Source: an optimization exercise on an open RTL-to-GDS flow (aim: small area). Production flows keep margins and buffers that such runs may drop. Only simulation tests tie the RTL to the original design; equivalence was not proved. The clock port is modelled as an ideal driver; clocking choices that lean on that would not hold on a real chip. Power and IR drop assume default switching activity.

==> design.v <==
`timescale 1ns/100ps
module cpu_top
(
    input  logic        clk,
    input  logic        reset,
    input  logic [15:0] mem_rdata,
    output logic [15:0] mem_addr,
    output logic        mem_we,
    output logic [15:0] mem_wdata,
    output logic        halted
);
    localparam logic [2:0] S_INIT = 3'd0, S_EXEC = 3'd1, S_JMP2 = 3'd2,
                           S_LOAD2 = 3'd3, S_ST2 = 3'd4, S_HALT = 3'd5;
    logic [3:0]  ph;
    logic [2:0]  st;
    logic [2:0]  st_nx;
    logic [15:0] r0, r1, r2, r3, r4, r5, r6, r7;
    logic [15:0] pc;
    logic [15:0] mar;
    logic [11:0] ir;
    logic        z, c, pcc;
    wire ph0   = (ph == 4'd0);
    wire ph1   = (ph == 4'd1);
    wire fetch = (st == S_EXEC) && ph0;
    wire [11:0] ins = fetch ? mem_rdata[15:4] : ir;
    wire [5:0]  op  = ins[11:6];
    wire [2:0]  rx  = ins[5:3];
    wire [2:0]  ry  = ins[2:0];
    wire [7:0] heads = {r7[0], r6[0], r5[0], r4[0], r3[0], r2[0], r1[0], r0[0]};
    wire a = heads[rx];
    wire b = heads[ry];
    wire is_halt = (op == 6'd0);
    wire is_not  = (op == 6'd4);
    wire is_inc  = (op == 6'd5);
    wire is_dec  = (op == 6'd6);
    wire is_and  = (op == 6'd7);
    wire is_or   = (op == 6'd8);
    wire is_xor  = (op == 6'd9);
    wire is_add  = (op == 6'd10);
    wire is_sub  = (op == 6'd12);
    wire is_cmp  = (op == 6'd16);
    wire is_jmp  = (op == 6'd23);
    wire is_jz   = (op == 6'd24);
    wire is_jnz  = (op == 6'd25);
    wire is_mov  = (op == 6'd32);
    wire is_ld   = (op == 6'd33);
    wire is_ldi  = (op == 6'd35);
    wire is_st   = (op == 6'd37);
    wire alu_wr = is_not | is_inc | is_dec | is_and | is_or | is_xor | is_add | is_sub;
    wire flag   = alu_wr | is_cmp;
    wire taken  = is_jmp | (is_jz & z) | (is_jnz & ~z);
    wire skip2  = (is_jz & ~z) | (is_jnz & z);
    wire bb   = is_inc ? 1'b0 : is_dec ? 1'b1 : (is_sub | is_cmp) ? ~b : b;
    wire cin  = ph0 ? (is_inc | is_sub | is_cmp) : c;
    wire sum  = a ^ bb ^ cin;
    wire cout = (a & bb) | (a & cin) | (bb & cin);
    wire res  = is_not ? ~a : is_and ? (a & b) : is_or ? (a | b) : is_xor ? (a ^ b) :
                is_mov ? b : sum;
    wire two     = (st == S_EXEC) & skip2;
    wire pc_cin  = ph0 ? ~two : (pcc | (ph1 & two));
    wire pc_new  = pc[0] ^ pc_cin;
    wire d = ph0 ? mem_rdata[0] : mar[0];
    logic       pc_in, mar_in, mar_pload, wd, wen, wall;
    logic [2:0] widx;
    logic       z_nx;
    always_comb begin
        pc_in     = pc[0];
        mar_in    = mar[0];
        mar_pload = 1'b0;
        wd        = 1'b0;
        wen       = 1'b0;
        wall      = 1'b0;
        widx      = rx;
        z_nx      = z;
        st_nx     = st;
        case (st)
            S_INIT: begin
                pc_in  = 1'b0;
                mar_in = 1'b0;
                wall   = 1'b1;
                z_nx   = 1'b0;
                st_nx  = S_EXEC;
            end
            S_EXEC: begin
                if (is_st) begin
                    pc_in  = b;
                    mar_in = a;
                    wen    = 1'b1;
                    widx   = ry;
                    wd     = pc_new;
                end else if (is_ld) begin
                    mar_in = b;
                end else begin
                    pc_in  = pc_new;
                    mar_in = pc_new;
                    if (alu_wr | is_mov) begin
                        wen = 1'b1;
                        wd  = res;
                    end
                    if (flag)
                        z_nx = (ph0 | z) & ~res;
                end
                if (is_halt)
                    st_nx = S_HALT;
                else if (is_st)
                    st_nx = S_ST2;
                else if (is_ld | is_ldi)
                    st_nx = S_LOAD2;
                else if (taken)
                    st_nx = S_JMP2;
                else
                    st_nx = S_EXEC;
            end
            S_JMP2: begin
                mar_pload = ph0;
                pc_in     = d;
                mar_in    = d;
                st_nx     = S_EXEC;
            end
            S_LOAD2: begin
                mar_pload = ph0;
                pc_in     = pc_new;
                mar_in    = pc_new;
                wen       = 1'b1;
                wd        = d;
                st_nx     = S_EXEC;
            end
            S_ST2: begin
                pc_in  = b;
                mar_in = b;
                wen    = 1'b1;
                widx   = ry;
                wd     = pc[0];
                st_nx  = S_EXEC;
            end
            default: begin
                st_nx = S_HALT;
            end
        endcase
    end
    wire [7:0] we = {8{wall}} | ({8{wen}} & (8'd1 << widx));
    always_ff @(posedge clk or posedge reset) begin
        if (reset) begin
            ph <= 4'd0;
            st <= S_INIT;
        end else begin
            ph <= ph + 4'd1;
            if (ph == 4'd15)
                st <= st_nx;
        end
    end
    always_ff @(posedge clk) begin
        r0  <= {we[0] ? wd : r0[0], r0[15:1]};
        r1  <= {we[1] ? wd : r1[0], r1[15:1]};
        r2  <= {we[2] ? wd : r2[0], r2[15:1]};
        r3  <= {we[3] ? wd : r3[0], r3[15:1]};
        r4  <= {we[4] ? wd : r4[0], r4[15:1]};
        r5  <= {we[5] ? wd : r5[0], r5[15:1]};
        r6  <= {we[6] ? wd : r6[0], r6[15:1]};
        r7  <= {we[7] ? wd : r7[0], r7[15:1]};
        pc  <= {pc_in, pc[15:1]};
        mar <= {mar_in, mar_pload ? mem_rdata[15:1] : mar[15:1]};
        if (fetch)
            ir <= mem_rdata[15:4];
        z   <= z_nx;
        c   <= cout;
        pcc <= pc[0] & pc_cin;
    end
    assign mem_addr  = mar;
    assign mem_wdata = pc;
    assign mem_we    = (st == S_ST2) && ph0;
    assign halted    = (st == S_HALT);
endmodule
==> flow/run.sh <==
#!/bin/bash
# The standard layout (bash standard.sh), with smaller port buffers and a clock
# tree built without dummy loads. Each tool's output is in the ORFS logs under
# orfs/logs; make's own output goes to standard.log here.
set -euo pipefail
export BUFFER_PORTS_ARGS="-buffer_cell sky130_fd_sc_hd__buf_1"
export CTS_ARGS="-sink_clustering_enable -repair_clock_nets -dont_use_dummy_load -buf_list {sky130_fd_sc_hd__clkbuf_4 sky130_fd_sc_hd__clkbuf_8}"
bash standard.sh > standard.log 2>&1
==> standard.sh <==
#!/bin/bash
# synth_recipe.tcl (not shown) runs the flow's synth.tcl, then flattens the netlist and writes it again
# the make line also repeats each setting of config.mk as NAME=value (left out here)
make -C /OpenROAD-flow-scripts/flow DESIGN_CONFIG=/design/flow/config.mk WORK_HOME=/design/flow/orfs CLKGATE_MAP_FILE= SYNTH_SCRIPT=/design/flow/synth_recipe.tcl "${@:-finish}"
==> config.mk <==
export PLATFORM = sky130hd
export DESIGN_NAME = cpu_top
export DESIGN_NICKNAME = cpu_top
export VERILOG_FILES = /design/flow/design.v
export SDC_FILE = /design/flow/constraint.sdc
export NUM_CORES = 4
export LEC_CHECK = 0
export ABC_AREA = 1
export CAP_MARGIN = 20
export CORE_MARGIN = 2
export CORE_UTILIZATION = 40
export SLEW_MARGIN = 20
==> constraint.sdc <==
create_clock -name core_clock -period 8.0 [get_ports {clk}]
set_input_delay 1.6000 -clock core_clock [delete_from_list [all_inputs] [get_ports {clk}]]
set_output_delay 1.6000 -clock core_clock [all_outputs]
set_load 0.01 [all_outputs]
==> results of run 1 <==
## sequential cells by signal, summed over array words and instances, names as in the netlist
signal / count
pcc: 1
r3: 16
r0: 16
r1: 16
pc: 16
mar: 16
z: 1
r4: 16
ir: 12
r5: 16
r6: 16
ph: 4
st: 3
c: 1
r7: 16
r2: 16
## metal layers
layer	vias up	wire [um]
met5	-	0
met4	0	146
met3	16	432
met2	75	4510
met1	1600	4530
li1	1747	-
## report_power, final
part	total (mW)	internal [mW]	switching, mW	leakage [nW]
clock network	0.440	0.188	0.253	0.122
logic	0.221	0.0748	0.147	0.982
registers	0.989	0.963	0.0259	1.53
## worst min-delay path by stage
stage,cells past startpoint,start,to
3_3_place_gp,0,r3[1],r3[0]
3_5_place_dp,0,r1[3],r1[2]
5_1_grt,0,r3[10],r3[9]
4_1_cts,0,r3[10],r3[9]
6_report,0,r3[10],r3[9]
2_1_floorplan,0,r0[1],r0[0]
## cell type report
type / instances / area, um2
Inverter: 41 / 155
Timing Repair Buffer: 51 / 191
Tap cell: 176 / 220
Sequential cell: 182 / 3690
Fill cell: 1283 / 7220
Clock buffer: 17 / 234
Multi-Input combinational cell: 278 / 1580
## Yosys cell counts, drive strengths merged, types with 3 or more instances
library cell	count	area, um2
xor2	3	26.3
mux2	6	67.6
nor2	31	176
o21ai	31	208
dfrtp	7	175
dfxtp	174	3480
a31oi	3	18.8
ha	6	75.1
clkbuf	3	11.3
a21oi	7	46.3
nor3	3	20.0
nand3	42	225
a211oi	3	27.5
inv	40	150
nand2	127	549
## cells by family after synthesis
family | count (synthesis)
AND/OR/NAND/NOR | 206
flip-flops | 182
AO/OA/AOI/OAI | 55
buffers and inverters | 46
multiplexers | 7
adder cells (fa/ha/maj) | 7
XOR/XNOR | 3
## critical path, stage by stage
cell and delay (ps):
sky130_fd_sc_hd__buf_1 80, sky130_fd_sc_hd__inv_1 70, sky130_fd_sc_hd__nand3_1 170, sky130_fd_sc_hd__nand2_1 200
sky130_fd_sc_hd__nand2_1 80, sky130_fd_sc_hd__nand3_1 70, sky130_fd_sc_hd__nand3b_1 100, sky130_fd_sc_hd__nand2_1 160
sky130_fd_sc_hd__inv_2 70, sky130_fd_sc_hd__xor2_1 160, sky130_fd_sc_hd__o21ai_1 180, sky130_fd_sc_hd__fa_1 430
sky130_fd_sc_hd__a21oi_1 160, sky130_fd_sc_hd__nand2_1 70, sky130_fd_sc_hd__nand2_1 60, sky130_fd_sc_hd__nand2_1 50
sky130_fd_sc_hd__nand2_1 60, sky130_fd_sc_hd__nand3_1 80, sky130_fd_sc_hd__nand2_2 160, sky130_fd_sc_hd__nand2_1 70
sky130_fd_sc_hd__nand2_1 60
## metrics by stage
stage                     worst slack, ps  cells  hold slack, ps  cell area, um2  util, %
final                                4220    745             295            6070     45.7
after global routing                 3840    745             295            6070     45.7
after CTS                            4270    745             299            6070     45.7
after detailed placement             3800    728             312            5840     43.9
after global placement               3930    728             311            5840     43.9
after floorplan                      4260    506             310            5460        -
==> run notes, run 1 <==
# TYPE chip_impl_metric gauge
chip_impl_metric{name="grt_max_degree",unit=""} 25
chip_impl_metric{name="groute.layer.met2.usage",unit="%"} 22.4
chip_impl_metric{name="worst-r2r-cell-count",unit=""} 22
chip_impl_metric{name="multiplexer_area_fraction_after_synthesis",unit="%"} 1.42
chip_impl_metric{name="synth-simple-area-share",unit="%"} 18.2
chip_impl_metric{name="critical_path.max_fanout",unit=""} 8
chip_impl_metric{name="max_freq",unit="MHz"} 265
chip_impl_info{name="path_class",value="in -> reg"} 1
chip_impl_metric{name="hold_fix_buffer_count_after_cts",unit=""} 0
chip_impl_metric{name="synthXorXnorAreaFrac",unit="%"} 0.481
chip_impl_metric{name="powerDensity",unit="nW/um2"} 272
chip_impl_metric{name="postSynthRegisterBits",unit=""} 182
chip_impl_metric{name="grt_pass1_vias",unit=""} 3364
chip_impl_info{name="worst_setup_path_startpoint",value="mem_rdata[4]"} 1
chip_impl_metric{name="total_leakage_power",unit="nW"} 2.63
chip_impl_metric{name="yosys.cell_types.count",unit=""} 44
chip_impl_metric{name="synth_nets",unit=""} 531
chip_impl_metric{name="final_nets",unit=""} 596
chip_impl_metric{name="effective_utilization_at_floorplan",unit="%"} 41.1
chip_impl_metric{name="ys_seq_area_share",unit="%"} 67.6
chip_impl_metric{name="number_of_warning_messages_in_the_yosys_log",unit=""} 1
chip_impl_metric{name="diodes",unit=""} 0
chip_impl_metric{name="irDropWorstVdd",unit="mV"} 0.157
chip_impl_metric{name="vias_per_cell",unit=""} 4.61
chip_impl_metric{name="core_region_area",unit="um2"} 13300
chip_impl_info{name="combinational_family_with_the_most_area_after_synthesis",value="simple AND/OR/NAND/NOR gates"} 1
chip_impl_metric{name="synth_async_sr_flop_share",unit="%"} 3.85
chip_impl_metric{name="cts_buffer_depth",unit=""} 2
chip_impl_metric{name="detailed_place_hpwl",unit="um"} 6890
chip_impl_metric{name="final.setup_skew",unit="ps"} 31.5
chip_impl_metric{name="synthAdderAreaFrac",unit="%"} 1.74
chip_impl_metric{name="grt-ovfl-total",unit=""} 0
chip_impl_info{name="critPathCapture",value="r5[15]"} 1
chip_impl_metric{name="die_area",unit="um2"} 14600
chip_impl_metric{name="htree_num_levels",unit=""} 4
chip_impl_info{name="cts_tree",value="yes"} 1
chip_impl_metric{name="clock-sinks",unit=""} 182
chip_impl_metric{name="drt-pass1-iter-count",unit=""} 4
chip_impl_info{name="cts-root-buf",value="sky130_fd_sc_hd__clkbuf_8"} 1
chip_impl_info{name="layout_commonest_cell",value="sky130_fd_sc_hd__dfxtp_1"} 1
chip_impl_metric{name="layout-drive-gt1-share",unit="%"} 12.5
chip_impl_metric{name="drv_slew",unit=""} 0
chip_impl_metric{name="timing_worst_slew_pin_value",unit="ps"} 731
chip_impl_metric{name="final_min_period_over_clock_period",unit="%"} 47.2
chip_impl_metric{name="globalRouteMet3Util",unit="%"} 5.52
chip_impl_metric{name="cp.arrival",unit="ps"} 4140
chip_impl_metric{name="post_drt_wl_per_cell",unit="um"} 12.9
chip_impl_metric{name="compound_gate_portion_of_the_synthesized_area",unit="%"} 7.17
chip_impl_info{name="timing.hold.worst.class",value="reg -> reg"} 1
chip_impl_metric{name="maxCapViolations",unit=""} 0
chip_impl_metric{name="post_cts_buffers",unit=""} 0
chip_impl_metric{name="synth-edff-count",unit=""} 1
chip_impl_info{name="r2r-start",value="ph[0]"} 1
chip_impl_info{name="global_route.peak_usage_layer",value="met2"} 1
chip_impl_metric{name="clk_latency",unit="ps"} 440
chip_impl_info{name="status",value="no timing/DRC/antenna violations"} 1
chip_impl_metric{name="report.final.setup_viol",unit=""} 0
chip_impl_metric{name="total_power",unit="mW"} 1.65
chip_impl_metric{name="std_cell_rows",unit=""} 42
chip_impl_metric{name="reg2reg_slack",unit="ps"} 4310
chip_impl_metric{name="gr-usage-met1",unit="%"} 17.7
chip_impl_metric{name="initial_antenna_violation_count",unit=""} 0
chip_impl_metric{name="final_antenna_net_count",unit=""} 0
chip_impl_metric{name="buffer_ports.inserted",unit=""} 51
chip_impl_metric{name="synth_area_per_cell",unit="um2"} 10.8
chip_impl_metric{name="gpl.final_weighted_congestion",unit=""} 0.878
chip_impl_metric{name="via_count",unit=""} 3438
chip_impl_info{name="r2r-end",value="r5[15]"} 1
chip_impl_metric{name="cts.reportedPaths.clkPinSlew",unit="ps"} 80
chip_impl_metric{name="fp.dieW",unit="um"} 121
chip_impl_metric{name="setup_total_negative_slack",unit="ps"} 0
chip_impl_metric{name="ioPinCount",unit=""} 52
chip_impl_metric{name="period_minus_slack",unit="ps"} 3780
chip_impl_metric{name="post-route-drc-count",unit=""} 0
chip_impl_info{name="predominant_post_synthesis_flop_cell",value="sky130_fd_sc_hd__dfxtp_1"} 1
chip_impl_info{name="worstSetupEndpointType",value="register"} 1
chip_impl_metric{name="wirelength",unit="um"} 9620
chip_impl_metric{name="grt_use_total",unit="%"} 14.3
chip_impl_metric{name="chipHeight",unit="um"} 121
chip_impl_metric{name="worst_relative_slew_slack",unit="%"} 51.1
chip_impl_metric{name="numCtsBuffers",unit=""} 17
chip_impl_metric{name="timing_hold_violations_final",unit=""} 0
chip_impl_metric{name="detailedRoute.firstIterationViolations",unit=""} 199
chip_impl_metric{name="cp_data_required_time",unit="ps"} 8370
chip_impl_info{name="grt_setup_unrepaired",value="no"} 1
chip_impl_info{name="final_cell_mix",value="174 x sky130_fd_sc_hd__dfxtp_1, 112 x sky130_fd_sc_hd__nand2_1, 51 x sky130_fd_sc_hd__buf_1"} 1
chip_impl_metric{name="number_of_instances_resized_during_post_cts_repair",unit=""} 0
chip_impl_metric{name="first_pass_grt_wire_length",unit="um"} 16000
chip_impl_metric{name="synthToLayoutAreaGrowth",unit="%"} 11.2
chip_impl_info{name="worstSetupStartpointType",value="input port"} 1
chip_impl_metric{name="syn-instance-count",unit=""} 506
chip_impl_metric{name="syn_area",unit="um2"} 5460
==> inputs of run 2 (changes only) <==
==> run.sh (new file) <==
#!/bin/bash
# synth_recipe.tcl (not shown) runs the flow's synth.tcl, then flattens the netlist and writes it again
# the make line also repeats each setting of config.mk as NAME=value (left out here)
make -C /OpenROAD-flow-scripts/flow DESIGN_CONFIG=/design/flow/config.mk WORK_HOME=/design/flow/orfs CLKGATE_MAP_FILE= SYNTH_SCRIPT=/design/flow/synth_recipe.tcl finish
--- a/config.mk
+++ b/config.mk
@@ -7,3 +7,2 @@
 export LEC_CHECK = 0
-export ABC_AREA = 1
 export CAP_MARGIN = 20
removed: flow/run.sh
removed: standard.sh
==> run 2 against run 1 <==
Non-clock buffer count up 2. Hold slack better by 31 ps. First-iteration DRC count rose by 12%. Sequential power up 4%. Routed wire length increased by 28%. Sequential share of layout area down 8.9 points. Synthesized cell count is 3.8% lower. Flip-flop and latch count is the same. Total power is 33% higher. Critical path depth down 6. Synthesized area grew 7.4%. Critical path type is now reg -> reg.
==> run notes, run 2 <==
# TYPE chip_impl_metric gauge
chip_impl_info{name="status",value="no timing/DRC/antenna violations"} 1
chip_impl_info{name="combinational_family_with_the_most_area_after_synthesis",value="compound AO/OA/AOI/OAI gates"} 1
chip_impl_metric{name="wirelength",unit="um"} 12300
chip_impl_metric{name="timing_worst_slew_pin_value",unit="ps"} 962
chip_impl_info{name="predominant_post_synthesis_flop_cell",value="sky130_fd_sc_hd__dfxtp_1"} 1
chip_impl_metric{name="final_min_period_over_clock_period",unit="%"} 66.6
chip_impl_metric{name="synthToLayoutAreaGrowth",unit="%"} 21.3
chip_impl_metric{name="ys_seq_area_share",unit="%"} 62.9
chip_impl_metric{name="chipHeight",unit="um"} 125
chip_impl_metric{name="seqPwrFrac",unit="%"} 46.6
chip_impl_metric{name="irDropWorstVdd",unit="mV"} 0.193
chip_impl_metric{name="clock-sinks",unit=""} 182
chip_impl_metric{name="total_leakage_power",unit="nW"} 2.79
chip_impl_metric{name="cts.reportedPaths.clkPinSlew",unit="ps"} 70
chip_impl_metric{name="final_antenna_net_count",unit=""} 0
chip_impl_metric{name="finish.utilization",unit="%"} 49.3
chip_impl_info{name="grt_setup_unrepaired",value="no"} 1
chip_impl_metric{name="grt_pass1_vias",unit=""} 3877
chip_impl_metric{name="final_nets",unit=""} 565
chip_impl_metric{name="final.setup_skew",unit="ps"} 8.52
chip_impl_metric{name="finish.instance_area",unit="um2"} 7110
chip_impl_info{name="path_class",value="reg -> reg"} 1
chip_impl_metric{name="total_power",unit="mW"} 2.20
chip_impl_metric{name="post_cts_buffers",unit=""} 0
chip_impl_metric{name="drt-pass1-iter-count",unit=""} 5
chip_impl_metric{name="ioPinCount",unit=""} 52
chip_impl_info{name="cell_with_the_most_instances_after_synthesis",value="sky130_fd_sc_hd__dfxtp_1"} 1
chip_impl_metric{name="die_area",unit="um2"} 15600
chip_impl_metric{name="first_pass_grt_wire_length",unit="um"} 19700
chip_impl_metric{name="fin_worst_hold_slack",unit="ps"} 326
chip_impl_metric{name="synth.top_cell.area_share",unit="%"} 59.4
chip_impl_metric{name="cp_data_required_time",unit="ps"} 8370
chip_impl_metric{name="layout-drive-gt1-share",unit="%"} 15.4
chip_impl_metric{name="synth_async_sr_flop_share",unit="%"} 3.85
chip_impl_info{name="synth.largest_area_cell",value="sky130_fd_sc_hd__dfxtp_1"} 1
chip_impl_metric{name="clk_latency",unit="ps"} 430
chip_impl_metric{name="effective_utilization_at_floorplan",unit="%"} 40.6
chip_impl_info{name="final_cell_mix",value="174 x sky130_fd_sc_hd__dfxtp_1, 51 x sky130_fd_sc_hd__clkdlybuf4s50_1, 29 x sky130_fd_sc_hd__mux2_2"} 1
chip_impl_metric{name="std_cell_rows",unit=""} 44
chip_impl_metric{name="synthXorXnorAreaFrac",unit="%"} 0.448
chip_impl_metric{name="post-route-drc-count",unit=""} 0
chip_impl_metric{name="synth_nets",unit=""} 512
chip_impl_metric{name="power.internal",unit="mW"} 1.57
chip_impl_metric{name="syn_area",unit="um2"} 5860
chip_impl_metric{name="syn-instance-count",unit=""} 487
chip_impl_metric{name="grt_max_degree",unit=""} 24
chip_impl_metric{name="clkPwrFrac",unit="%"} 36.9
chip_impl_metric{name="buffer_ports.inserted",unit=""} 51
chip_impl_info{name="worstSetupEndpointType",value="register"} 1
chip_impl_metric{name="grt_use_total",unit="%"} 16.0
chip_impl_info{name="layout_commonest_cell",value="sky130_fd_sc_hd__dfxtp_1"} 1
chip_impl_metric{name="number_of_warning_messages_in_the_yosys_log",unit=""} 1
chip_impl_metric{name="number_of_instances_resized_during_post_cts_repair",unit=""} 0
chip_impl_metric{name="fp.dieW",unit="um"} 125
chip_impl_metric{name="htree_num_levels",unit=""} 4
chip_impl_info{name="cts_tree",value="yes"} 1
chip_impl_metric{name="p_sw",unit="mW"} 0.628
chip_impl_metric{name="detailedPlace.worstSlack",unit="ps"} 2250
chip_impl_info{name="cts-root-buf",value="sky130_fd_sc_hd__clkbuf_16"} 1
chip_impl_metric{name="diodes",unit=""} 0
chip_impl_metric{name="instances_no_fill",unit=""} 737
chip_impl_metric{name="synth-simple-area-share",unit="%"} 10.2
chip_impl_metric{name="hold_fix_buffer_count_after_cts",unit=""} 0
chip_impl_metric{name="report.final.setup_viol",unit=""} 0
chip_impl_metric{name="cp.arrival",unit="ps"} 5700
chip_impl_metric{name="cts_buffer_depth",unit=""} 2
chip_impl_info{name="netlist_top_cells_count",value="174 x sky130_fd_sc_hd__dfxtp_1, 29 x sky130_fd_sc_hd__mux2_2"} 1
chip_impl_metric{name="powerDensity",unit="nW/um2"} 309
chip_impl_metric{name="yosys.cell_types.count",unit=""} 77
chip_impl_metric{name="p_comb_share",unit="%"} 16.4
chip_impl_metric{name="placed_cells_incl_taps",unit=""} 705
chip_impl_metric{name="critical_path.max_fanout",unit=""} 23
chip_impl_metric{name="drv_slew",unit=""} 0
chip_impl_metric{name="grt-ovfl-total",unit=""} 0
chip_impl_metric{name="max_freq",unit="MHz"} 188
chip_impl_metric{name="worst_slack",unit="ps"} 2670
chip_impl_metric{name="gpl.final_weighted_congestion",unit=""} 0.907
chip_impl_metric{name="core_region_area",unit="um2"} 14400
chip_impl_metric{name="maxCapViolations",unit=""} 0
chip_impl_metric{name="detailedRoute.firstIterationViolations",unit=""} 223
chip_impl_metric{name="via_count",unit=""} 3891
chip_impl_metric{name="postSynthRegisterBits",unit=""} 182
chip_impl_metric{name="multiplexer_area_fraction_after_synthesis",unit="%"} 7.28
chip_impl_info{name="timing.hold.worst.class",value="reg -> reg"} 1
chip_impl_info{name="leading_cell_types_by_total_area_after_synthesis",value="sky130_fd_sc_hd__dfxtp_1 59%, sky130_fd_sc_hd__mux2_2 5.6%, sky130_fd_sc_hd__dfrtp_1 3.0%"} 1
chip_impl_metric{name="setup_total_negative_slack",unit="ps"} 0
chip_impl_metric{name="power_switching_share",unit="%"} 28.6
chip_impl_metric{name="placed_area",unit="um2"} 6520
chip_impl_metric{name="timing_hold_violations_final",unit=""} 0
chip_impl_metric{name="post_drt_wl_per_cell",unit="um"} 16.7
chip_impl_metric{name="period_minus_slack",unit="ps"} 5330
chip_impl_metric{name="compound_gate_portion_of_the_synthesized_area",unit="%"} 14.5
chip_impl_metric{name="synth-edff-count",unit=""} 1
chip_impl_metric{name="detailed_place_hpwl",unit="um"} 8330
chip_impl_info{name="worstSetupStartpointType",value="register"} 1
chip_impl_metric{name="vias_per_cell",unit=""} 5.28
chip_impl_metric{name="synthAdderAreaFrac",unit="%"} 1.62
chip_impl_metric{name="synth_area_per_cell",unit="um2"} 12.0
chip_impl_metric{name="worst_relative_slew_slack",unit="%"} 35.7
chip_impl_metric{name="initial_antenna_violation_count",unit=""} 0
chip_impl_metric{name="numCtsBuffers",unit=""} 17
-- run 2: routing by layer --
metal / vias to the layer above / global-route usage [%] / part of all wire (%)
li1: 1870 / - / -
met1: 1892 / 20.6 / 46
met2: 109 / 24.8 / 46
met3: 20 / 4.11 / 4.8
met4: 0 / 8.69 / 2.6
met5: - / 0 / 0
-- run 2: area by class of cell --
cell class,instances,area [um2]
Clock buffer,18,439
Clock inverter,14,158
Fill cell,1332,7310
Inverter,21,78.8
Multi-Input combinational cell,265,1990
Sequential cell,182,3690
Tap cell,184,230
Timing Repair Buffer,53,526
-- run 2: logic make-up (layout without fill, tap and decap cells) --
family / after synthesis / in the layout
flops: 182 / 182
xor+xnor: 3 / 3
mux: 39 / 39
compound gates: 113 / 113
simple gates: 103 / 103
fa+ha+maj: 7 / 7
buf+inv: 40 / 106
-- run 2: path summary, 6_finish.rpt --
path | startpoint | endpoint | slack (ps) | cells past startpoint
max in group asynchronous | reset | ph[3] | 6370 | 2
setup reg to reg | st[2] | r2[15] | 2670 | 15
hold reg to reg | r2[13] | r2[12] | 330 | 0
min in group asynchronous | reset | ph[0] | 1420 | 2
hold / removal | r2[13] | r2[12] | 330 | 0
setup / recovery | st[2] | r2[15] | 2670 | 15
-- run 2: worst max-delay path, stage by stage, from the launching register on --
cell and delay [ps]:
sky130_fd_sc_hd__dfrtp_1 630, sky130_fd_sc_hd__nor3b_2 250, sky130_fd_sc_hd__buf_4 310, sky130_fd_sc_hd__nand2_1 630
sky130_fd_sc_hd__a221oi_1 700, sky130_fd_sc_hd__nand2_1 110, sky130_fd_sc_hd__a21oi_1 310, sky130_fd_sc_hd__xnor2_1 180
sky130_fd_sc_hd__o21ai_0 110, sky130_fd_sc_hd__o2bb2ai_1 170, sky130_fd_sc_hd__fa_1 480, sky130_fd_sc_hd__o211a_1 140
sky130_fd_sc_hd__o31ai_1 330, sky130_fd_sc_hd__o311ai_2 220, sky130_fd_sc_hd__o31ai_4 440, sky130_fd_sc_hd__mux2_2 230
-- run 2: power groups by stage --
stage               Sequential [mW]  Clock, mW  Combinational (mW)
finish                         1.03      0.813               0.361
global route                   1.03      0.869               0.392
CTS                            1.03      0.835               0.361
detailed placement             1.05          0               0.359
global placement               1.04          0               0.357
floorplan                      1.04          0               0.219
==> inputs of run 3 (changes only) <==
==> flow/run.sh (new file) <==
#!/bin/bash
# The standard layout (bash standard.sh), with smaller port buffers and a clock
# tree built from clkbuf_4 without dummy loads; post_cts.tcl upsizes the clock
# buffers whose sinks would see a slow edge. Each tool's output is in the ORFS
# logs under orfs/logs; make's own output goes to standard.log here.
set -euo pipefail
export BUFFER_PORTS_ARGS="-buffer_cell sky130_fd_sc_hd__buf_1"
export CTS_ARGS="-sink_clustering_enable -repair_clock_nets -dont_use_dummy_load -buf_list {sky130_fd_sc_hd__clkbuf_4}"
export POST_CTS_TCL="$PWD/flow/post_cts.tcl"
bash standard.sh > standard.log 2>&1
==> flow/post_cts.tcl (new file) <==
# Upsize the clock buffers whose sinks see too slow a clock edge, then legalize.
estimate_parasitics -placement
set upsized 0
foreach inst [get_cells -filter "ref_name == sky130_fd_sc_hd__clkbuf_4"] {
  set o [get_pins -of_objects $inst -filter "direction == output"]
  set n [get_nets -of_objects $o]
  set mx 0
  foreach p [get_pins -of_objects $n -filter "direction == input"] {
    set s [get_property $p slew_max]
    if {$s > $mx} { set mx $s }
  }
  if {$mx > 0.110} {
    replace_cell $inst sky130_fd_sc_hd__clkbuf_8
    incr upsized
  }
}
puts "post_cts: upsized $upsized clock buffers"
if {$upsized > 0} {
  detailed_placement
  check_placement -verbose
}
==> standard.sh (new file) <==
#!/bin/bash
# synth_recipe.tcl (not shown) runs the flow's synth.tcl, then flattens the netlist and writes it again
# the make line also repeats each setting of config.mk as NAME=value (left out here)
make -C /OpenROAD-flow-scripts/flow DESIGN_CONFIG=/design/flow/config.mk WORK_HOME=/design/flow/orfs CLKGATE_MAP_FILE= SYNTH_SCRIPT=/design/flow/synth_recipe.tcl "${@:-finish}"
--- a/config.mk
+++ b/config.mk
@@ -7,2 +7,3 @@
 export LEC_CHECK = 0
+export ABC_AREA = 1
 export CAP_MARGIN = 20
removed: run.sh
==> run 3 against run 2 <==
Flip-flop and latch count did not move. Cell area fell by 15%. Cell count rose by 1.1%. Register-to-register slack improved by 1700 ps. Routed wire length fell by 23%. Setup slack improved by 1600 ps. Synthesized cell count rose by 3.9%. Largest cell class unchanged.
==> run notes, run 3 <==
# TYPE chip_impl_metric gauge
chip_impl_info{name="status",value="no timing/DRC/antenna violations"} 1
chip_impl_metric{name="finish.instance_area",unit="um2"} 6010
chip_impl_metric{name="syn_area",unit="um2"} 5460
chip_impl_metric{name="grt_use_total",unit="%"} 14.1
chip_impl_metric{name="irDropWorstVdd",unit="mV"} 0.183
chip_impl_metric{name="fp.dieW",unit="um"} 121
chip_impl_metric{name="wirelength",unit="um"} 9530
chip_impl_metric{name="maxCapViolations",unit=""} 0
chip_impl_metric{name="report.final.setup_viol",unit=""} 0
chip_impl_metric{name="grt_max_degree",unit=""} 25
chip_impl_metric{name="synth-edff-count",unit=""} 1
chip_impl_metric{name="ioPinCount",unit=""} 52
chip_impl_metric{name="synth_area_per_cell",unit="um2"} 10.8
chip_impl_metric{name="cp_data_required_time",unit="ps"} 8360
chip_impl_metric{name="grt-ovfl-total",unit=""} 0
chip_impl_info{name="predominant_post_synthesis_flop_cell",value="sky130_fd_sc_hd__dfxtp_1"} 1
chip_impl_metric{name="timing_hold_violations_final",unit=""} 0
chip_impl_info{name="worstSetupStartpointType",value="input port"} 1
chip_impl_metric{name="detailedPlace.worstSlack",unit="ps"} 3800
chip_impl_info{name="timing.critical_path.slowest_stage_cell",value="sky130_fd_sc_hd__fa_1"} 1
chip_impl_metric{name="layout-drive-gt1-share",unit="%"} 12.5
chip_impl_metric{name="first_pass_grt_wire_length",unit="um"} 15900
chip_impl_info{name="timing.hold.worst.class",value="reg -> reg"} 1
chip_impl_metric{name="detailedRoute.firstIterationViolations",unit=""} 180
chip_impl_metric{name="yosys.cell_types.count",unit=""} 44
chip_impl_metric{name="synth.top_cell.area_share",unit="%"} 63.8
chip_impl_metric{name="final.setup_skew",unit="ps"} 34.3
chip_impl_metric{name="synthAdderAreaFrac",unit="%"} 1.74
chip_impl_metric{name="setup_total_negative_slack",unit="ps"} 0
chip_impl_metric{name="synth_async_sr_flop_share",unit="%"} 3.85
chip_impl_info{name="cell_with_the_most_instances_after_synthesis",value="sky130_fd_sc_hd__dfxtp_1"} 1
chip_impl_info{name="synth.largest_area_cell",value="sky130_fd_sc_hd__dfxtp_1"} 1
chip_impl_metric{name="worst_slack",unit="ps"} 4240
chip_impl_metric{name="core_region_area",unit="um2"} 13300
chip_impl_metric{name="via_count",unit=""} 3391
chip_impl_info{name="netlist_top_cells_count",value="174 x sky130_fd_sc_hd__dfxtp_1, 112 x sky130_fd_sc_hd__nand2_1, 39 x sky130_fd_sc_hd__nand3_1, 34 x sky130_fd_sc_hd__inv_1, 22 x sky130_fd_sc_hd__nor2_1"} 1
chip_impl_metric{name="number_of_warning_messages_in_the_yosys_log",unit=""} 1
chip_impl_metric{name="die_area",unit="um2"} 14600
chip_impl_metric{name="final_nets",unit=""} 596
chip_impl_metric{name="placed_area",unit="um2"} 5840
chip_impl_metric{name="postSynthRegisterBits",unit=""} 182
chip_impl_metric{name="worst_relative_slew_slack",unit="%"} 51.1
chip_impl_metric{name="period_minus_slack",unit="ps"} 3760
chip_impl_metric{name="total_leakage_power",unit="nW"} 2.61
chip_impl_metric{name="worst-r2r-cell-count",unit=""} 22
chip_impl_metric{name="final_antenna_net_count",unit=""} 0
chip_impl_info{name="layout_commonest_cell",value="sky130_fd_sc_hd__dfxtp_1"} 1
chip_impl_metric{name="max_freq",unit="MHz"} 266
chip_impl_metric{name="post-route-drc-count",unit=""} 0
chip_impl_metric{name="diodes",unit=""} 0
chip_impl_metric{name="synth-simple-area-share",unit="%"} 18.2
chip_impl_metric{name="grt_pass1_vias",unit=""} 3346
chip_impl_metric{name="critical_path.max_fanout",unit=""} 8
chip_impl_info{name="grt_setup_unrepaired",value="no"} 1
chip_impl_info{name="worstSetupEndpointType",value="register"} 1
chip_impl_info{name="critical-path-top-delay-family",value="simple AND/OR/NAND/NOR gates"} 1
chip_impl_metric{name="cp_max_stage_delay",unit="ps"} 430
chip_impl_info{name="path_class",value="in -> reg"} 1
chip_impl_metric{name="vias_per_cell",unit=""} 4.55
chip_impl_metric{name="final_min_period_over_clock_period",unit="%"} 47.0
chip_impl_metric{name="chipHeight",unit="um"} 121
chip_impl_metric{name="compound_gate_portion_of_the_synthesized_area",unit="%"} 7.17
chip_impl_metric{name="synthToLayoutAreaGrowth",unit="%"} 10.2
chip_impl_metric{name="post_drt_wl_per_cell",unit="um"} 12.8
chip_impl_metric{name="ys_seq_area_share",unit="%"} 67.6
chip_impl_info{name="timing.critical_path.cells",value="buf_1 > inv_1 > nand3_1 > nand2_1 > nand2_1 > nand3_1 > nand3b_1 > nand2_1 > inv_2 > xor2_1 > o21ai_1 > fa_1 > a21oi_1 > nand2_1 > nand2_1 > nand2_1 > nand2_1 > nand3_1 > nand2_2 > nand2_1 > nand2_1"} 1
chip_impl_info{name="final_cell_mix",value="174 x sky130_fd_sc_hd__dfxtp_1, 112 x sky130_fd_sc_hd__nand2_1, 51 x sky130_fd_sc_hd__buf_1"} 1
chip_impl_metric{name="synth_nets",unit=""} 531
chip_impl_metric{name="finish.utilization",unit="%"} 45.2
chip_impl_metric{name="path_depth",unit=""} 21
chip_impl_metric{name="synthXorXnorAreaFrac",unit="%"} 0.481
chip_impl_info{name="combinational_family_with_the_most_area_after_synthesis",value="simple AND/OR/NAND/NOR gates"} 1
chip_impl_metric{name="powerDensity",unit="nW/um2"} 265
chip_impl_metric{name="multiplexer_area_fraction_after_synthesis",unit="%"} 1.42
chip_impl_metric{name="buffer_ports.inserted",unit=""} 51
chip_impl_info{name="leading_cell_types_by_total_area_after_synthesis",value="sky130_fd_sc_hd__dfxtp_1 64%, sky130_fd_sc_hd__nand2_1 7.7%, sky130_fd_sc_hd__nand3_1 3.6%"} 1
chip_impl_metric{name="total_power",unit="mW"} 1.59
chip_impl_metric{name="worst_hold_path.num_cells",unit=""} 0
chip_impl_metric{name="cts.reportedPaths.clkPinSlew",unit="ps"} 110
chip_impl_metric{name="drt-pass1-iter-count",unit=""} 4
chip_impl_metric{name="effective_utilization_at_floorplan",unit="%"} 41.1
chip_impl_metric{name="clock-sinks",unit=""} 182
chip_impl_metric{name="cp.arrival",unit="ps"} 4120
chip_impl_info{name="critical_path.most_common_cell",value="sky130_fd_sc_hd__nand2_1"} 1
chip_impl_metric{name="syn-instance-count",unit=""} 506
chip_impl_metric{name="timing_worst_slew_pin_value",unit="ps"} 732
chip_impl_metric{name="drv_slew",unit=""} 0
chip_impl_metric{name="gpl.final_weighted_congestion",unit=""} 0.878
chip_impl_info{name="cts_tree",value="yes"} 1
chip_impl_metric{name="buffering_stage_count_on_the_worst_path_with_inverters_included",unit=""} 3
chip_impl_metric{name="detailed_place_hpwl",unit="um"} 6890
chip_impl_metric{name="std_cell_rows",unit=""} 42
chip_impl_metric{name="clk_latency",unit="ps"} 420
chip_impl_metric{name="initial_antenna_violation_count",unit=""} 0
==> run 3: cell count changes after synthesis, sizes merged, moves of 10 or more <==
cell / previous run / this run
nand2: 19 / 127
nand2b: 10 / 0
mux2: 29 / 6
a21oi: 19 / 7
inv: 21 / 40
nand3: 11 / 42
nor2: 21 / 31
==> run 3: layout make-up <==
| cell class | instances | area (um2) |
|---|---|---|
| multi-input combinational | 278 | 1580 |
| inverter | 41 | 155 |
| timing repair buffer | 51 | 191 |
| fill | 1291 | 7280 |
| sequential | 182 | 3690 |
| clock buffer | 17 | 178 |
| tap | 176 | 220 |
==> run 3: path summary, 6_finish.rpt <==
kind,end,slack [ps],from
max,r7[15],4240,mem_rdata[4]
min in group asynchronous,st[2],1060,reset
min,r2[6],300,r2[7]
max reg2reg,r7[15],4340,ph[0]
max in group asynchronous,ph[0],6700,reset
min reg2reg,r2[6],300,r2[7]
==> run 3: logic make-up after synthesis <==
family,after synthesis
XOR/XNOR,3
AO/OA/AOI/OAI,55
adder cells (fa/ha/maj),7
AND/OR/NAND/NOR,206
multiplexers,7
flip-flops,182
buffers and inverters,46
==> run 3: metrics by stage <==
step           instances  hold WS [ps]
2_1_floorplan        506           310
3_3_place_gp         728           311
3_5_place_dp         728           312
5_1_grt              745           312
6_report             745           297
==> run 3: routing by layer <==
| layer | vias to the layer above | wire length, um | GRT usage, % |
|---|---|---|---|
| met1 | 1575 | 4530 | 17.6 |
| met4 | 0 | 155 | 6.25 |
| li1 | 1753 | - | - |
| met2 | 52 | 4500 | 22.4 |
| met5 | - | 0 | 0 |
| met3 | 11 | 338 | 4.39 |
==> run 3: power by group <==
part	switching, mW	internal (mW)	total, mW
Clock	0.242	0.142	0.383
Sequential	0.0259	0.962	0.988
Combinational	0.146	0.0748	0.221
Total	0.414	1.18	1.59
==> inputs of run 4 (changes only) <==
==> flow/run.sh (replaced) <==
#!/bin/bash
# The standard layout (standard.sh) with three changes:
#  - synthesis maps the logic with an area-oriented ABC script (flow/area.abc);
#    everything else in the synthesis script is synth_recipe.tcl unchanged;
#  - port buffers are buf_1 and the clock tree is built from clkbuf_4 without
#    dummy loads; flow/post_cts.tcl upsizes the leaf clock buffers whose
#    flip-flops would see a slow clock edge.
# Each tool's output is in the ORFS logs under orfs/logs; make's own output
# goes to standard.log here.
set -euo pipefail
W=$PWD
{ head -n 1 synth_recipe.tcl
  echo "proc abc {args} { set i [lsearch \$args -script]; if {\$i >= 0} { lset args [expr {\$i + 1}] $W/flow/area.abc }; yosys abc {*}\$args }"
  tail -n +2 synth_recipe.tcl; } > my_synth.tcl
sed "s#$W/synth_recipe.tcl#$W/my_synth.tcl#g" standard.sh > my_standard.sh
grep -q my_synth.tcl my_standard.sh
export BUFFER_PORTS_ARGS="-buffer_cell sky130_fd_sc_hd__buf_1"
export CTS_ARGS="-sink_clustering_enable -repair_clock_nets -dont_use_dummy_load -buf_list {sky130_fd_sc_hd__clkbuf_4}"
export POST_CTS_TCL="$W/flow/post_cts.tcl"
bash my_standard.sh > standard.log 2>&1
==> flow/area.abc (new file) <==
strash
ifraig
dc2
strash
dch -f
amap
--- a/flow/post_cts.tcl
+++ b/flow/post_cts.tcl
@@ -1,2 +1,3 @@
-# Upsize the clock buffers whose sinks see too slow a clock edge, then legalize.
+# Upsize the leaf clock buffers whose flip-flops would see too slow a clock
+# edge, then legalize the placement again.
 estimate_parasitics -placement
@@ -8,2 +9,3 @@
   foreach p [get_pins -of_objects $n -filter "direction == input"] {
+    if {[get_property $p name] ne "CLK"} { continue }
     set s [get_property $p slew_max]
@@ -11,3 +13,3 @@
   }
-  if {$mx > 0.110} {
+  if {$mx > 0.116} {
     replace_cell $inst sky130_fd_sc_hd__clkbuf_8
==> run 4 against run 3 <==
Clock power is essentially flat. Setup slack worse by 2600 ps. Count of clock-buffer cells in the layout is the same. Critical path depth rose by 2. Synthesized area fell by 11%. Flip-flop and latch count is the same. Routed wire length shrank 12%. Utilization rose by 0.17 points. Global-route usage down 0.65 points. Sequential share of layout area is 6.6 points higher.
==> run notes, run 4 <==
# TYPE chip_impl_metric gauge
chip_impl_metric{name="synth_area_per_cell",unit="um2"} 12.4
chip_impl_metric{name="effective_utilization_at_floorplan",unit="%"} 40.7
chip_impl_info{name="path_class",value="reg -> reg"} 1
chip_impl_metric{name="setup_total_negative_slack",unit="ps"} 0
chip_impl_info{name="cell_with_the_most_instances_after_synthesis",value="sky130_fd_sc_hd__dfxtp_1"} 1
chip_impl_metric{name="synth_nets",unit=""} 417
chip_impl_metric{name="irDropWorstVdd",unit="mV"} 0.137
chip_impl_metric{name="multiplexer_area_fraction_after_synthesis",unit="%"} 0
chip_impl_metric{name="maxCapViolations",unit=""} 0
chip_impl_metric{name="detailedPlace.worstSlack",unit="ps"} 1780
chip_impl_metric{name="postSynthRegisterBits",unit=""} 182
chip_impl_metric{name="critical_path.max_fanout",unit=""} 13
chip_impl_info{name="worstSetupStartpointType",value="register"} 1
chip_impl_metric{name="final_nets",unit=""} 488
chip_impl_metric{name="worst_relative_slew_slack",unit="%"} 39.1
chip_impl_metric{name="cts.reportedPaths.clkPinSlew",unit="ps"} 110
chip_impl_metric{name="compound_gate_portion_of_the_synthesized_area",unit="%"} 12.6
chip_impl_info{name="netlist_top_cells_count",value="174 x sky130_fd_sc_hd__dfxtp_1, 36 x sky130_fd_sc_hd__clkinv_1, 26 x sky130_fd_sc_hd__nor2_1, 26 x sky130_fd_sc_hd__o22ai_1, 20 x sky130_fd_sc_hd__nand2_1"} 1
chip_impl_metric{name="report.final.setup_viol",unit=""} 0
chip_impl_metric{name="diodes",unit=""} 0
chip_impl_metric{name="die_area",unit="um2"} 13100
chip_impl_metric{name="synthXorXnorAreaFrac",unit="%"} 0
chip_impl_metric{name="ys_seq_area_share",unit="%"} 75.7
chip_impl_info{name="leading_cell_types_by_total_area_after_synthesis",value="sky130_fd_sc_hd__dfxtp_1 72%, sky130_fd_sc_hd__dfrtp_1 3.6%, sky130_fd_sc_hd__o22ai_1 3.3%"} 1
chip_impl_metric{name="synth_async_sr_flop_share",unit="%"} 3.85
chip_impl_metric{name="grt-ovfl-total",unit=""} 0
chip_impl_info{name="cts_tree",value="yes"} 1
chip_impl_metric{name="first_pass_grt_wire_length",unit="um"} 13500
chip_impl_metric{name="wirelength",unit="um"} 8380
chip_impl_metric{name="cp_data_required_time",unit="ps"} 8380
chip_impl_metric{name="worst_slack",unit="ps"} 1640
chip_impl_metric{name="initial_antenna_violation_count",unit=""} 0
chip_impl_info{name="grt_setup_unrepaired",value="no"} 1
chip_impl_metric{name="clock-sinks",unit=""} 182
chip_impl_metric{name="powerDensity",unit="nW/um2"} 239
chip_impl_metric{name="fillerInstances",unit=""} 1121
chip_impl_metric{name="syn_area",unit="um2"} 4870
chip_impl_metric{name="period_minus_slack",unit="ps"} 6360
chip_impl_metric{name="worst_hold_path.num_cells",unit=""} 0
chip_impl_info{name="final_cell_mix",value="174 x sky130_fd_sc_hd__dfxtp_1, 51 x sky130_fd_sc_hd__buf_1, 36 x sky130_fd_sc_hd__clkinv_1"} 1
chip_impl_info{name="synth.largest_area_cell",value="sky130_fd_sc_hd__dfxtp_1"} 1
chip_impl_metric{name="clk_latency",unit="ps"} 560
chip_impl_metric{name="buffer_ports.inserted",unit=""} 51
chip_impl_metric{name="drt-pass1-iter-count",unit=""} 4
chip_impl_info{name="worstSetupEndpointType",value="register"} 1
chip_impl_metric{name="max_freq",unit="MHz"} 157
chip_impl_metric{name="total_leakage_power",unit="nW"} 2.08
chip_impl_metric{name="core_region_area",unit="um2"} 12000
chip_impl_metric{name="chipHeight",unit="um"} 114
chip_impl_info{name="status",value="no timing/DRC/antenna violations"} 1
chip_impl_metric{name="grt_use_total",unit="%"} 13.5
chip_impl_metric{name="synthToLayoutAreaGrowth",unit="%"} 11.5
chip_impl_metric{name="gpl.final_weighted_congestion",unit=""} 0.882
chip_impl_metric{name="final.setup_skew",unit="ps"} 45.5
chip_impl_metric{name="ioPinCount",unit=""} 52
chip_impl_metric{name="drv_slew",unit=""} 0
chip_impl_info{name="predominant_post_synthesis_flop_cell",value="sky130_fd_sc_hd__dfxtp_1"} 1
chip_impl_metric{name="post_drt_wl_per_cell",unit="um"} 13.8
chip_impl_metric{name="synth-edff-count",unit=""} 1
chip_impl_metric{name="synthAdderAreaFrac",unit="%"} 1.95
chip_impl_metric{name="std_cell_rows",unit=""} 40
chip_impl_metric{name="vias_per_cell",unit=""} 4.85
chip_impl_metric{name="detailedRoute.firstIterationViolations",unit=""} 226
chip_impl_metric{name="fp.dieW",unit="um"} 114
chip_impl_info{name="combinational_family_with_the_most_area_after_synthesis",value="compound AO/OA/AOI/OAI gates"} 1
chip_impl_metric{name="worst-r2r-cell-count",unit=""} 23
chip_impl_metric{name="synth.top_cell.area_share",unit="%"} 71.5
chip_impl_metric{name="timing_hold_violations_final",unit=""} 0
chip_impl_metric{name="cp.arrival",unit="ps"} 6740
chip_impl_metric{name="number_of_warning_messages_in_the_yosys_log",unit=""} 1
chip_impl_metric{name="timing_worst_slew_pin_value",unit="ps"} 910
chip_impl_metric{name="final_min_period_over_clock_period",unit="%"} 79.5
chip_impl_metric{name="layout-drive-gt1-share",unit="%"} 3.90
chip_impl_metric{name="final_antenna_net_count",unit=""} 0
chip_impl_info{name="timing.hold.worst.class",value="reg -> reg"} 1
chip_impl_metric{name="via_count",unit=""} 2949
chip_impl_metric{name="synth-simple-area-share",unit="%"} 6.96
chip_impl_metric{name="detailed_place_hpwl",unit="um"} 5870
chip_impl_metric{name="grt_max_degree",unit=""} 17
chip_impl_metric{name="syn-instance-count",unit=""} 392
chip_impl_metric{name="grt_pass1_vias",unit=""} 2823
chip_impl_metric{name="post-route-drc-count",unit=""} 0
chip_impl_metric{name="yosys.cell_types.count",unit=""} 36
chip_impl_info{name="layout_commonest_cell",value="sky130_fd_sc_hd__dfxtp_1"} 1
-- run 4: cell type report --
| class | count | area, um2 | area share, % |
|---|---|---|---|
| well taps | 147 | 184 | 3.39 |
| inverters | 36 | 135 | 2.49 |
| multi-input cells | 174 | 1050 | 19.3 |
| clock buffers | 17 | 178 | 3.27 |
| repair buffers | 52 | 199 | 3.66 |
| flip-flops and latches | 182 | 3690 | 67.9 |
-- run 4: worst paths after layout --
| path | slack, ps | startpoint | endpoint |
|---|---|---|---|
| min in group asynchronous | 950 | reset | st[2] |
| max in group asynchronous | 6890 | reset | ph[1] |
| worst min register to register | 300 | r4[5] | r4[4] |
| worst max-delay path | 1640 | st[1] | r0[15] |
| worst min-delay path | 300 | r4[5] | r4[4] |
| worst max register to register | 1640 | st[1] | r0[15] |
-- run 4: kinds of logic after synthesis --
family          Yosys count
compound gates           92
fa+ha+maj                 7
buf+inv                  36
flops                   182
simple gates             75
-- run 4: per-stage QoR --
stage	util (%)	hold WS, ps	total power [mW]	instance area (um2)	instances
global placement	43.9	311	0.933	5250	591
finish	45.4	303	1.30	5430	608
floorplan	-	310	0.928	4870	392
global route	45.4	306	1.35	5430	608
detailed placement	43.9	312	0.933	5250	591
-- run 4: per-layer routing --
metal | track usage [%] | routed length [um] | part of all wire, % | vias to the layer above
met3 | 4.55 | 385 | 4.6 | 14
met2 | 20.9 | 3900 | 47 | 73
met4 | 5.53 | 115 | 1.4 | 0
met5 | 0 | 0 | 0 | -
met1 | 17.3 | 3980 | 47 | 1378
li1 | - | - | - | 1484
-- run 4: power breakdown --
part           internal, mW  switching [mW]
clock                 0.139           0.246
combinational       0.00225         0.00338
sequential            0.906               0
-- run 4: critical path, cell delays in order, from the launching register on --
cell and delay [ps]:
sky130_fd_sc_hd__dfrtp_1 430, sky130_fd_sc_hd__clkinv_1 70, sky130_fd_sc_hd__nand2_1 60, sky130_fd_sc_hd__nor2_1 290, sky130_fd_sc_hd__clkinv_1 240, sky130_fd_sc_hd__nor2_1 750, sky130_fd_sc_hd__clkinv_1 560, sky130_fd_sc_hd__o22ai_1 540
sky130_fd_sc_hd__clkinv_1 280, sky130_fd_sc_hd__o22ai_1 180, sky130_fd_sc_hd__a22oi_1 100, sky130_fd_sc_hd__o22ai_1 380, sky130_fd_sc_hd__nand2_1 100, sky130_fd_sc_hd__a31o_1 240, sky130_fd_sc_hd__fa_1 490, sky130_fd_sc_hd__o21ai_0 80
sky130_fd_sc_hd__a21oi_1 120, sky130_fd_sc_hd__nor3_1 70, sky130_fd_sc_hd__a21oi_1 110, sky130_fd_sc_hd__o211ai_1 80, sky130_fd_sc_hd__o21ai_0 130, sky130_fd_sc_hd__nor2_1 80, sky130_fd_sc_hd__nor3_1 660, sky130_fd_sc_hd__a21oi_1 160
==> inputs of run 5 (changes only) <==
--- a/design.v
+++ b/design.v
@@ -23,2 +23,3 @@
     wire ph1   = (ph == 4'd1);
+    wire ph15  = (ph == 4'd8);
     wire fetch = (st == S_EXEC) && ph0;
@@ -56,4 +57,6 @@
     wire cout = (a & bb) | (a & cin) | (bb & cin);
-    wire res  = is_not ? ~a : is_and ? (a & b) : is_or ? (a | b) : is_xor ? (a ^ b) :
-                is_mov ? b : sum;
+    wire [3:0] tt = is_not ? 4'b0011 : is_and ? 4'b1000 : is_or ? 4'b1110 :
+                    is_xor ? 4'b0110 : 4'b1010;
+    wire lop  = is_not | is_and | is_or | is_xor | is_mov;
+    wire res  = lop ? tt[{a, b}] : sum;
     wire two     = (st == S_EXEC) & skip2;
@@ -146,4 +149,4 @@
         end else begin
-            ph <= ph + 4'd1;
-            if (ph == 4'd15)
+            ph <= {ph[2:0], ph[3] ^ ph[2] ^ (ph[2:0] == 3'b000)};
+            if (ph15)
                 st <= st_nx;
==> run 5 against run 4 <==
Routed wire length down 3.9%. Sequential share of layout area up 0.98 points. Sequential power about the same. Non-clock buffer count unchanged. Critical path type unchanged. Largest cell class unchanged.
==> run notes, run 5 <==
# TYPE chip_impl_metric gauge
chip_impl_metric{name="std_cell_rows",unit=""} 40
chip_impl_metric{name="gr-usage-met1",unit="%"} 18.3
chip_impl_metric{name="postSynthRegisterBits",unit=""} 182
chip_impl_metric{name="drt-pass1-iter-count",unit=""} 4
chip_impl_metric{name="reg2reg_slack",unit="ps"} 1780
chip_impl_metric{name="clkPwrFrac",unit="%"} 28.8
chip_impl_metric{name="gpl.final_weighted_congestion",unit=""} 0.906
chip_impl_metric{name="final_min_period_over_clock_period",unit="%"} 77.8
chip_impl_metric{name="ioPinCount",unit=""} 52
chip_impl_metric{name="clk_latency",unit="ps"} 540
chip_impl_metric{name="period_minus_slack",unit="ps"} 6220
chip_impl_metric{name="die_area",unit="um2"} 12900
chip_impl_metric{name="post_drt_wl_per_cell",unit="um"} 13.2
chip_impl_metric{name="cp_max_stage_delay",unit="ps"} 760
chip_impl_metric{name="vias_per_cell",unit=""} 4.79
chip_impl_metric{name="clock-sinks",unit=""} 182
chip_impl_metric{name="p_comb_share",unit="%"} 0.4
chip_impl_info{name="netlist_top_cells_count",value="174 x sky130_fd_sc_hd__dfxtp_1, 41 x sky130_fd_sc_hd__nor2_1, 36 x sky130_fd_sc_hd__clkinv_1, 29 x sky130_fd_sc_hd__o22ai_1, 20 x sky130_fd_sc_hd__nand2_1"} 1
chip_impl_metric{name="p_sw",unit="mW"} 0.249
chip_impl_metric{name="synth_nets",unit=""} 414
chip_impl_info{name="path_class",value="reg -> reg"} 1
chip_impl_metric{name="buffer_ports.inserted",unit=""} 51
chip_impl_metric{name="grt_max_degree",unit=""} 17
chip_impl_metric{name="synth-edff-count",unit=""} 1
chip_impl_metric{name="chipHeight",unit="um"} 114
chip_impl_metric{name="synthToLayoutAreaGrowth",unit="%"} 11.3
chip_impl_metric{name="cts.reportedPaths.clkPinSlew",unit="ps"} 110
chip_impl_metric{name="detailed_place_hpwl",unit="um"} 5680
chip_impl_info{name="timing.critical_path.slowest_stage_cell",value="sky130_fd_sc_hd__a221oi_1"} 1
chip_impl_metric{name="cp_data_required_time",unit="ps"} 8370
chip_impl_metric{name="timing_hold_violations_final",unit=""} 0
chip_impl_metric{name="buffering_stage_count_on_the_worst_path_with_inverters_included",unit=""} 5
chip_impl_metric{name="final_antenna_net_count",unit=""} 0
chip_impl_metric{name="total_leakage_power",unit="nW"} 2.05
chip_impl_metric{name="synth.top_cell.area_share",unit="%"} 72.4
chip_impl_info{name="layout_commonest_cell",value="sky130_fd_sc_hd__dfxtp_1"} 1
chip_impl_info{name="timing.hold.worst.class",value="reg -> reg"} 1
chip_impl_info{name="critical-path-top-delay-family",value="compound AO/OA/AOI/OAI gates"} 1
chip_impl_metric{name="core_region_area",unit="um2"} 11900
chip_impl_metric{name="groute.layer.met2.usage",unit="%"} 18.6
chip_impl_info{name="timing.critical_path.cells",value="clkinv_1 > ha_1 > nand2b_1 > nor2_1 > clkinv_1 > nor2_1 > clkinv_1 > o22ai_1 > clkinv_1 > o22ai_1 > a22oi_1 > o22ai_1 > nand2_1 > a31o_1 > fa_1 > clkinv_1 > a21oi_1 > o22ai_1 > a221oi_1 > a21oi_1"} 1
chip_impl_info{name="cts_tree",value="yes"} 1
chip_impl_metric{name="syn_area",unit="um2"} 4810
chip_impl_metric{name="cp.arrival",unit="ps"} 6590
chip_impl_metric{name="seqPwrFrac",unit="%"} 70.7
chip_impl_metric{name="power_switching_share",unit="%"} 19.4
chip_impl_metric{name="critical_path.max_fanout",unit=""} 13
chip_impl_metric{name="initial_antenna_violation_count",unit=""} 0
chip_impl_metric{name="grt_use_total",unit="%"} 13.4
chip_impl_metric{name="timing_worst_slew_pin_value",unit="ps"} 946
chip_impl_info{name="status",value="no timing/DRC/antenna violations"} 1
chip_impl_metric{name="max_freq",unit="MHz"} 161
chip_impl_info{name="final_cell_mix",value="174 x sky130_fd_sc_hd__dfxtp_1, 51 x sky130_fd_sc_hd__buf_1, 41 x sky130_fd_sc_hd__nor2_1"} 1
chip_impl_info{name="cell_with_the_most_instances_after_synthesis",value="sky130_fd_sc_hd__dfxtp_1"} 1
chip_impl_metric{name="post-route-drc-count",unit=""} 0
chip_impl_metric{name="ys_seq_area_share",unit="%"} 76.7
chip_impl_metric{name="detailedRoute.firstIterationViolations",unit=""} 133
chip_impl_metric{name="number_of_warning_messages_in_the_yosys_log",unit=""} 1
chip_impl_metric{name="syn-instance-count",unit=""} 392
chip_impl_metric{name="final.setup_skew",unit="ps"} 34.0
chip_impl_metric{name="fp.dieW",unit="um"} 114
chip_impl_metric{name="grt-ovfl-total",unit=""} 0
chip_impl_info{name="predominant_post_synthesis_flop_cell",value="sky130_fd_sc_hd__dfxtp_1"} 1
chip_impl_info{name="leading_cell_types_by_total_area_after_synthesis",value="sky130_fd_sc_hd__dfxtp_1 72%, sky130_fd_sc_hd__o22ai_1 3.8%, sky130_fd_sc_hd__dfrtp_1 3.6%"} 1
chip_impl_metric{name="synth_async_sr_flop_share",unit="%"} 3.85
chip_impl_metric{name="globalRouteMet3Util",unit="%"} 5.53
chip_impl_metric{name="synth_area_per_cell",unit="um2"} 12.3
chip_impl_info{name="worstSetupEndpointType",value="register"} 1
chip_impl_metric{name="diodes",unit=""} 0
chip_impl_info{name="global_route.peak_usage_layer",value="met2"} 1
chip_impl_metric{name="drv_slew",unit=""} 0
chip_impl_metric{name="irDropWorstVdd",unit="mV"} 0.151
chip_impl_metric{name="effective_utilization_at_floorplan",unit="%"} 40.6
chip_impl_metric{name="worst_slack",unit="ps"} 1780
chip_impl_metric{name="yosys.cell_types.count",unit=""} 32
chip_impl_metric{name="report.final.setup_viol",unit=""} 0
chip_impl_metric{name="detailedPlace.worstSlack",unit="ps"} 1910
chip_impl_info{name="synth.largest_area_cell",value="sky130_fd_sc_hd__dfxtp_1"} 1
chip_impl_metric{name="maxCapViolations",unit=""} 0
chip_impl_metric{name="power.internal",unit="mW"} 1.03
chip_impl_metric{name="grt_pass1_vias",unit=""} 2735
chip_impl_info{name="critical_path.most_common_cell",value="sky130_fd_sc_hd__clkinv_1"} 1
chip_impl_metric{name="powerDensity",unit="nW/um2"} 239
chip_impl_metric{name="layout-drive-gt1-share",unit="%"} 3.90
chip_impl_metric{name="wirelength",unit="um"} 8050
chip_impl_metric{name="via_count",unit=""} 2914
chip_impl_metric{name="worst_relative_slew_slack",unit="%"} 36.9
chip_impl_info{name="grt_setup_unrepaired",value="no"} 1
chip_impl_metric{name="setup_total_negative_slack",unit="ps"} 0
chip_impl_info{name="worstSetupStartpointType",value="register"} 1
chip_impl_metric{name="first_pass_grt_wire_length",unit="um"} 13000
chip_impl_metric{name="final_nets",unit=""} 485
run 5: kinds of logic after synthesis:
kind of cell | count (synthesis) | synth area share [%]
compound gates | 90 | 12.3
fa+ha+maj | 4 | 1.20
flops | 182 | 76.7
buf+inv | 36 | 2.81
simple gates | 80 | 7.05
run 5: worst register-to-register path, stage by stage, from the launching register on:
cell and delay, ps:
sky130_fd_sc_hd__dfrtp_1 410, sky130_fd_sc_hd__clkinv_1 70, sky130_fd_sc_hd__ha_1 140, sky130_fd_sc_hd__nand2b_1 70, sky130_fd_sc_hd__nor2_1 280, sky130_fd_sc_hd__clkinv_1 220
sky130_fd_sc_hd__nor2_1 650, sky130_fd_sc_hd__clkinv_1 510, sky130_fd_sc_hd__o22ai_1 520, sky130_fd_sc_hd__clkinv_1 270, sky130_fd_sc_hd__o22ai_1 180, sky130_fd_sc_hd__a22oi_1 110
sky130_fd_sc_hd__o22ai_1 390, sky130_fd_sc_hd__nand2_1 110, sky130_fd_sc_hd__a31o_1 230, sky130_fd_sc_hd__fa_1 530, sky130_fd_sc_hd__clkinv_1 80, sky130_fd_sc_hd__a21oi_1 220
sky130_fd_sc_hd__o22ai_1 140, sky130_fd_sc_hd__a221oi_1 760, sky130_fd_sc_hd__a21oi_1 170
run 5: layout make-up:
| type | instances | area, um2 |
|---|---|---|
| fill | 1130 | 6510 |
| sequential | 182 | 3690 |
| multi-input combinational | 174 | 988 |
| timing repair buffer | 52 | 199 |
| tap | 147 | 184 |
| clock buffer | 17 | 159 |
| inverter | 36 | 135 |
run 5: worst paths after layout:
kind,startpoint,end,cells after the start
min in group asynchronous,reset,ph[0],2
hold / removal,r7[6],r7[5],0
max in group asynchronous,reset,st[2],2
setup reg to reg,ph[2],r0[15],20
hold reg to reg,r7[6],r7[5],0
setup / recovery,ph[2],r0[15],20
run 5: routing by layer:
layer | part of all wire [%] | wire, um
met2 | 41 | 3330
met4 | 1.6 | 129
met1 | 51 | 4100
met3 | 6.1 | 492
met5 | 0 | 0
run 5: per-stage QoR:
step	utilization, %	power, mW	hold slack [ps]	instance area (um2)	cells
detailed placement	43.8	0.933	312	5190	591
global placement	43.8	0.933	311	5190	591
finish	45.1	1.28	303	5350	608
floorplan	-	0.928	310	4810	392
global route	45.1	1.34	300	5350	608
run 5: power by group through the flow:
stage / Clock (mW) / Sequential (mW) / Combinational [mW]
floorplan: 0 / 0.927 / 0.000933
global placement: 0 / 0.927 / 0.00555
detailed placement: 0 / 0.927 / 0.00543
global route: 0.423 / 0.907 / 0.00610
finish: 0.370 / 0.906 / 0.00547

==> afterwards: timing with drivers on the ports <==
How much do the figures lean on ideal ports? The routed layouts below were timed once more, with nothing changed but the port constraints.
Step 1 sets driving cells, clkbuf_16 on the clock port and buf_2 on the other inputs (assumed; they add their load-dependent delay and slew).
Step 2 moves the port delays by t, midway between the first and last clock arrival at a register: inputs arrive t later, outputs are due t later. That takes back most of the time a late clock gives input paths.
a / b / c = ideal ports / drivers / drivers and shift; a / b = the first two.
run	shift t [ns]	slack for setup (ns)	worst setup path after step 2
run 1	0.459	4.225 / 4.228 / 3.769	input to register
run 2	0.463	2.673 / 2.673 / 2.224	input to register
run 3	0.439	4.239 / 4.242 / 3.803	input to register
run 4	0.566	1.642 / 1.642 / 1.642	register to register
run 5	0.555	1.779 / 1.779 / 1.779	register to register
After both steps every run listed still meets setup and hold. For run 1, which loses most, drivers alone change the setup slack by +0.003 ns; drivers and shift together by -0.456 ns.
